From an optimization exercise on the open Yosys and OpenROAD flow, aimed at small area, a short achievable clock period and few clock cycles per item; shortcuts taken in it are not production practice. At most, simulation tests tie the RTL to the original design; equivalence was not proved.

==> module ifft_tw3b, before the edit <==
module ifft_tw3b (
    input  logic       [7:0] b_re,
    input  logic       [7:0] b_im,
    input  logic       [8:0] b5_re,
    input  logic       [8:0] b5_im,
    input  logic             half,
    input  logic       [2:0] k,
    output logic       [8:0] u_re,
    output logic       [8:0] u_im,
    output logic             neg,
    output logic             cz
);
    logic [15:0] br, bi, r5, i5, px, py;
    logic        pass, rot, mul;
    function automatic logic [15:0] prod(input logic [15:0] br, input logic [15:0] bi,
                                         input logic [15:0] r5, input logic [15:0] i5,
                                         input logic [1:0] r, input logic isq);
        logic [15:0] t1, t2, t3, t4;
        logic        n2, n3, n4;
        case ({isq, r})
            3'b0_01: begin t1 = br << 6; t2 = ~r5;      t3 = ~(bi << 4);    t4 = ~(bi << 3); n2 = 1'b1; n3 = 1'b1; n4 = 1'b1; end
            3'b1_01: begin t1 = br << 4; t2 = br << 3;  t3 = bi << 6;       t4 = ~i5;        n2 = 1'b0; n3 = 1'b0; n4 = 1'b1; end
            3'b0_10: begin t1 = r5 << 3; t2 = r5;       t3 = ~(i5 << 3);    t4 = ~i5;        n2 = 1'b0; n3 = 1'b1; n4 = 1'b1; end
            3'b1_10: begin t1 = r5 << 3; t2 = r5;       t3 = i5 << 3;       t4 = i5;         n2 = 1'b0; n3 = 1'b0; n4 = 1'b0; end
            3'b0_11: begin t1 = br << 4; t2 = br << 3;  t3 = ~(bi << 6);    t4 = i5;         n2 = 1'b0; n3 = 1'b1; n4 = 1'b0; end
            default: begin t1 = br << 6; t2 = ~r5;      t3 = bi << 4;       t4 = bi << 3;    n2 = 1'b1; n3 = 1'b0; n4 = 1'b0; end
        endcase
        prod = ifft_pkg::sum4(t1, t2, t3, t4, n2, n3, n4);
    endfunction
    always_comb begin
        br = ifft_pkg::sx(b_re);
        bi = ifft_pkg::sx(b_im);
        r5 = {{5{b5_re[8]}}, b5_re, b_re[1:0]};
        i5 = {{5{b5_im[8]}}, b5_im, b_im[1:0]};
        px = prod(br, bi, r5, i5, k[1:0], k[2]);
        py = prod(br, bi, r5, i5, k[1:0], !k[2]);
        pass = !half || (k == 3'd0);
        rot  = half && (k == 3'd4);
        mul  = half && (k[1:0] != 2'd0);
        u_re = ({9{pass}} & br[8:0]) | ({9{rot}} & bi[8:0]) | ({9{mul}} & px[14:6]);
        u_im = ({9{pass}} & bi[8:0]) | ({9{rot}} & br[8:0]) | ({9{mul}} & py[14:6]);
        neg  = rot | (mul & k[2]);
        cz   = mul && k[2] && (px[5:0] != 6'd0);
    end
endmodule
clock: 15.0 ns
lec_check: 0
cap_margin: 20
core_margin: 2
core_utilization: 25
place_density: 0.45
slew_margin: 20
standard.sh (not shown) runs the stock make flow with config.mk's settings and CLKGATE_MAP_FILE= SYNTH_SCRIPT=/design/flow/synth_recipe.tcl, a recipe that flattens the netlist after the stock synthesis.
==> flow/flow/run.sh <==
#!/bin/bash
# Standard layout, with timing repair asked to leave SETUP_SLACK_MARGIN ns of
# setup slack at the design's clock (so it works towards a shorter period).
# The synthesis is the standard one, unchanged. Each step's output goes to a log here.
set -euo pipefail
MARGIN=$(cat flow/margin.txt)
bash standard.sh synth > synth.log 2>&1
bash standard.sh SETUP_SLACK_MARGIN="$MARGIN" finish > layout.log 2>&1
==> flow/flow/margin.txt <==
11.0
Edit:
--- a/flow/design.v
+++ b/flow/design.v
@@ -103,30 +103,30 @@
     output logic             neg,
     output logic             cz
 );
-    logic [15:0] br, bi, r5, i5, px, py;
-    logic        pass, rot, mul;
-    function automatic logic [15:0] prod(input logic [15:0] br, input logic [15:0] bi,
-                                         input logic [15:0] r5, input logic [15:0] i5,
-                                         input logic [1:0] r, input logic isq);
-        logic [15:0] t1, t2, t3, t4;
-        logic        n2, n3, n4;
-        case ({isq, r})
-            3'b0_01: begin t1 = br << 6; t2 = ~r5;      t3 = ~(bi << 4);    t4 = ~(bi << 3); n2 = 1'b1; n3 = 1'b1; n4 = 1'b1; end
-            3'b1_01: begin t1 = br << 4; t2 = br << 3;  t3 = bi << 6;       t4 = ~i5;        n2 = 1'b0; n3 = 1'b0; n4 = 1'b1; end
-            3'b0_10: begin t1 = r5 << 3; t2 = r5;       t3 = ~(i5 << 3);    t4 = ~i5;        n2 = 1'b0; n3 = 1'b1; n4 = 1'b1; end
-            3'b1_10: begin t1 = r5 << 3; t2 = r5;       t3 = i5 << 3;       t4 = i5;         n2 = 1'b0; n3 = 1'b0; n4 = 1'b0; end
-            3'b0_11: begin t1 = br << 4; t2 = br << 3;  t3 = ~(bi << 6);    t4 = i5;         n2 = 1'b0; n3 = 1'b1; n4 = 1'b0; end
-            default: begin t1 = br << 6; t2 = ~r5;      t3 = bi << 4;       t4 = bi << 3;    n2 = 1'b1; n3 = 1'b0; n4 = 1'b0; end
-        endcase
-        prod = ifft_pkg::sum4(t1, t2, t3, t4, n2, n3, n4);
-    endfunction
+    logic [15:0] br, bi, r5, i5, x, y, px, py;
+    logic        pass, rot, mul, r1, r2, r3, sw;
+    logic [15:0] x1, x2, x3, x4, y1, y2, y3, y4;
     always_comb begin
         br = ifft_pkg::sx(b_re);
         bi = ifft_pkg::sx(b_im);
         r5 = {{5{b5_re[8]}}, b5_re, b_re[1:0]};
         i5 = {{5{b5_im[8]}}, b5_im, b_im[1:0]};
-        px = prod(br, bi, r5, i5, k[1:0], k[2]);
-        py = prod(br, bi, r5, i5, k[1:0], !k[2]);
+        r1 = (k[1:0] == 2'd1);
+        r2 = (k[1:0] == 2'd2);
+        r3 = (k[1:0] == 2'd3);
+        x1 = r2 ? (r5 << 3) : (br << 6);
+        x2 = r2 ? r5 : ~r5;
+        x3 = (r2 ? (i5 << 3) : (bi << 4)) ^ {16{!r3}};
+        x4 = (r2 ? i5 : (bi << 3)) ^ {16{!r3}};
+        x  = ifft_pkg::sum4(x1, x2, x3, x4, !r2, !r3, !r3);
+        y1 = r2 ? (r5 << 3) : (br << 4);
+        y2 = r2 ? r5 : (br << 3);
+        y3 = (r2 ? (i5 << 3) : (bi << 6)) ^ {16{r3}};
+        y4 = r1 ? ~i5 : i5;
+        y  = ifft_pkg::sum4(y1, y2, y3, y4, 1'b0, r3, r1);
+        sw = r3 ^ k[2];
+        px = sw ? y : x;
+        py = sw ? x : y;
         pass = !half || (k == 3'd0);
         rot  = half && (k == 3'd4);
         mul  = half && (k[1:0] != 2'd0);
After rerunning: Via count goes down by 12%; worst setup slack gets worse by 0.050 ns; wire length goes down by 13%; utilization goes up by 0.36 points; fmax goes down by 1.1%; sequential share of layout area goes up by 1.9 points; count of clock-buffer cells in the layout goes up by 5; die area goes down by 5.2%; flip-flop and latch count is unchanged.
Testbench counts after the change, summed over its fixed seeds: cycles 4,360, frames 256.
Only the layout flow was run in the first run of this note; the RTL was not checked for function there.

========
## nickel
ifft_core with an RTL version that a note above also has.
For scale: roughly 2800 cells after synthesis, roughly 610 flip-flops.
==> module ifft_tw3b, before the edit <==
module ifft_tw3b (
    input  logic       [7:0] b_re,
    input  logic       [7:0] b_im,
    input  logic       [8:0] b5_re,
    input  logic       [8:0] b5_im,
    input  logic             half,
    input  logic       [2:0] k,
    output logic       [8:0] u_re,
    output logic       [8:0] u_im,
    output logic             neg,
    output logic             cz
);
    logic [15:0] br, bi, r5, i5, x, y, px, py;
    logic        pass, rot, mul, r1, r2, r3, sw;
    logic [15:0] x1, x2, x3, x4, y1, y2, y3, y4;
    always_comb begin
        br = ifft_pkg::sx(b_re);
        bi = ifft_pkg::sx(b_im);
        r5 = {{5{b5_re[8]}}, b5_re, b_re[1:0]};
        i5 = {{5{b5_im[8]}}, b5_im, b_im[1:0]};
        r1 = (k[1:0] == 2'd1);
        r2 = (k[1:0] == 2'd2);
        r3 = (k[1:0] == 2'd3);
        x1 = r2 ? (r5 << 3) : (br << 6);
        x2 = r2 ? r5 : ~r5;
        x3 = (r2 ? (i5 << 3) : (bi << 4)) ^ {16{!r3}};
        x4 = (r2 ? i5 : (bi << 3)) ^ {16{!r3}};
        x  = ifft_pkg::sum4(x1, x2, x3, x4, !r2, !r3, !r3);
        y1 = r2 ? (r5 << 3) : (br << 4);
        y2 = r2 ? r5 : (br << 3);
        y3 = (r2 ? (i5 << 3) : (bi << 6)) ^ {16{r3}};
        y4 = r1 ? ~i5 : i5;
        y  = ifft_pkg::sum4(y1, y2, y3, y4, 1'b0, r3, r1);
        sw = r3 ^ k[2];
        px = sw ? y : x;
        py = sw ? x : y;
        pass = !half || (k == 3'd0);
        rot  = half && (k == 3'd4);
        mul  = half && (k[1:0] != 2'd0);
        u_re = ({9{pass}} & br[8:0]) | ({9{rot}} & bi[8:0]) | ({9{mul}} & px[14:6]);
        u_im = ({9{pass}} & bi[8:0]) | ({9{rot}} & br[8:0]) | ({9{mul}} & py[14:6]);
        neg  = rot | (mul & k[2]);
        cz   = mul && k[2] && (px[5:0] != 6'd0);
    end
endmodule
Settings: LEC_CHECK=0, CAP_MARGIN=20, CORE_MARGIN=2, CORE_UTILIZATION=25, PLACE_DENSITY=0.45, SLEW_MARGIN=20; clock period 15.0 ns.
==> flow/flow/margin.txt <==
10.6
Scripts as last shown in full above: flow/flow/run.sh
nickel: done, clean on timing, DRC and antenna
Testbench counts of nickel, summed over its fixed seeds: cycles 4,360, frames 256.
Inputs modified between nickel and zinc:
==> flow/design.v, changed modules only <==
module ifft_tw3b (
    input  logic       [7:0] b_re,
    input  logic       [7:0] b_im,
    input  logic       [8:0] b5_re,
    input  logic       [8:0] b5_im,
    input  logic             half,
    input  logic       [2:0] k,
    output logic       [8:0] u_re,
    output logic       [8:0] u_im,
    output logic             neg,
    output logic             cz
);
    logic [15:0] br, bi, r5, i5, px, py;
    logic        pass, rot, mul;
    function automatic logic [15:0] prod(input logic [15:0] br, input logic [15:0] bi,
                                         input logic [15:0] r5, input logic [15:0] i5,
                                         input logic [1:0] r, input logic isq);
        logic [15:0] t1, t2, t3, t4;
        logic        n2, n3, n4;
        case ({isq, r})
            3'b0_01: begin t1 = br << 6; t2 = ~r5;      t3 = ~(bi << 4);    t4 = ~(bi << 3); n2 = 1'b1; n3 = 1'b1; n4 = 1'b1; end
            3'b1_01: begin t1 = br << 4; t2 = br << 3;  t3 = bi << 6;       t4 = ~i5;        n2 = 1'b0; n3 = 1'b0; n4 = 1'b1; end
            3'b0_10: begin t1 = r5 << 3; t2 = r5;       t3 = ~(i5 << 3);    t4 = ~i5;        n2 = 1'b0; n3 = 1'b1; n4 = 1'b1; end
            3'b1_10: begin t1 = r5 << 3; t2 = r5;       t3 = i5 << 3;       t4 = i5;         n2 = 1'b0; n3 = 1'b0; n4 = 1'b0; end
            3'b0_11: begin t1 = br << 4; t2 = br << 3;  t3 = ~(bi << 6);    t4 = i5;         n2 = 1'b0; n3 = 1'b1; n4 = 1'b0; end
            default: begin t1 = br << 6; t2 = ~r5;      t3 = bi << 4;       t4 = bi << 3;    n2 = 1'b1; n3 = 1'b0; n4 = 1'b0; end
        endcase
        prod = ifft_pkg::sum4(t1, t2, t3, t4, n2, n3, n4);
    endfunction
    always_comb begin
        br = ifft_pkg::sx(b_re);
        bi = ifft_pkg::sx(b_im);
        r5 = {{5{b5_re[8]}}, b5_re, b_re[1:0]};
        i5 = {{5{b5_im[8]}}, b5_im, b_im[1:0]};
        px = prod(br, bi, r5, i5, k[1:0], k[2]);
        py = prod(br, bi, r5, i5, k[1:0], !k[2]);
        pass = !half || (k == 3'd0);
        rot  = half && (k == 3'd4);
        mul  = half && (k[1:0] != 2'd0);
        u_re = ({9{pass}} & br[8:0]) | ({9{rot}} & bi[8:0]) | ({9{mul}} & px[14:6]);
        u_im = ({9{pass}} & bi[8:0]) | ({9{rot}} & br[8:0]) | ({9{mul}} & py[14:6]);
        neg  = rot | (mul & k[2]);
        cz   = mul && k[2] && (px[5:0] != 6'd0);
    end
endmodule
### Flow results
The final layout from zinc, which completed every stage, passed the timing, design-rule and antenna checks at the end of the flow. Clock buffer count up 8.9% in zinc wrt nickel. The worst-case clock skew reported for zinc is greater than that of nickel by 15 ps. Diff nickel..zinc | final setup violation count | unchanged. Critical path depth for zinc is lower than for nickel. zinc: timing-limited maximum frequency 1.1% above nickel.
The RTL of zinc was laid out without a check of its function.

-- static timing again, ports no longer ideal --
The results above use ideal ports. As a check the final layouts listed here were re-extracted and re-timed, cells and wires unchanged. Step 1, drivers: a clkbuf_16 drives clk and a buf_2 each remaining input, both assumed. Step 2 adds t to the input delays and takes it off the output delays; t is the mean of the earliest and latest rising clock arrival at the registers after step 1. Input paths then give back, and output paths get back, about the clock's delay inside the block. a / b / c = ideal ports / drivers / drivers and shift; a / b = the first two.
run	t (ns)	slack for setup (ns)	clock arrival spread, ns
the first run of note 1	0.733	10.619 / 10.614 / 10.367	0.058 / 0.058
the second run of note 1	0.724	10.569 / 10.501 / 10.295	0.040 / 0.040
nickel	0.730	10.593 / 10.549 / 10.139	0.053 / 0.053
zinc	0.726	10.640 / 10.591 / 10.013	0.072 / 0.072
After both steps setup and hold are still met in every run listed. The setup slack of zinc, which loses most, moves by -0.049 ns with the drivers and by -0.627 ns with both steps.
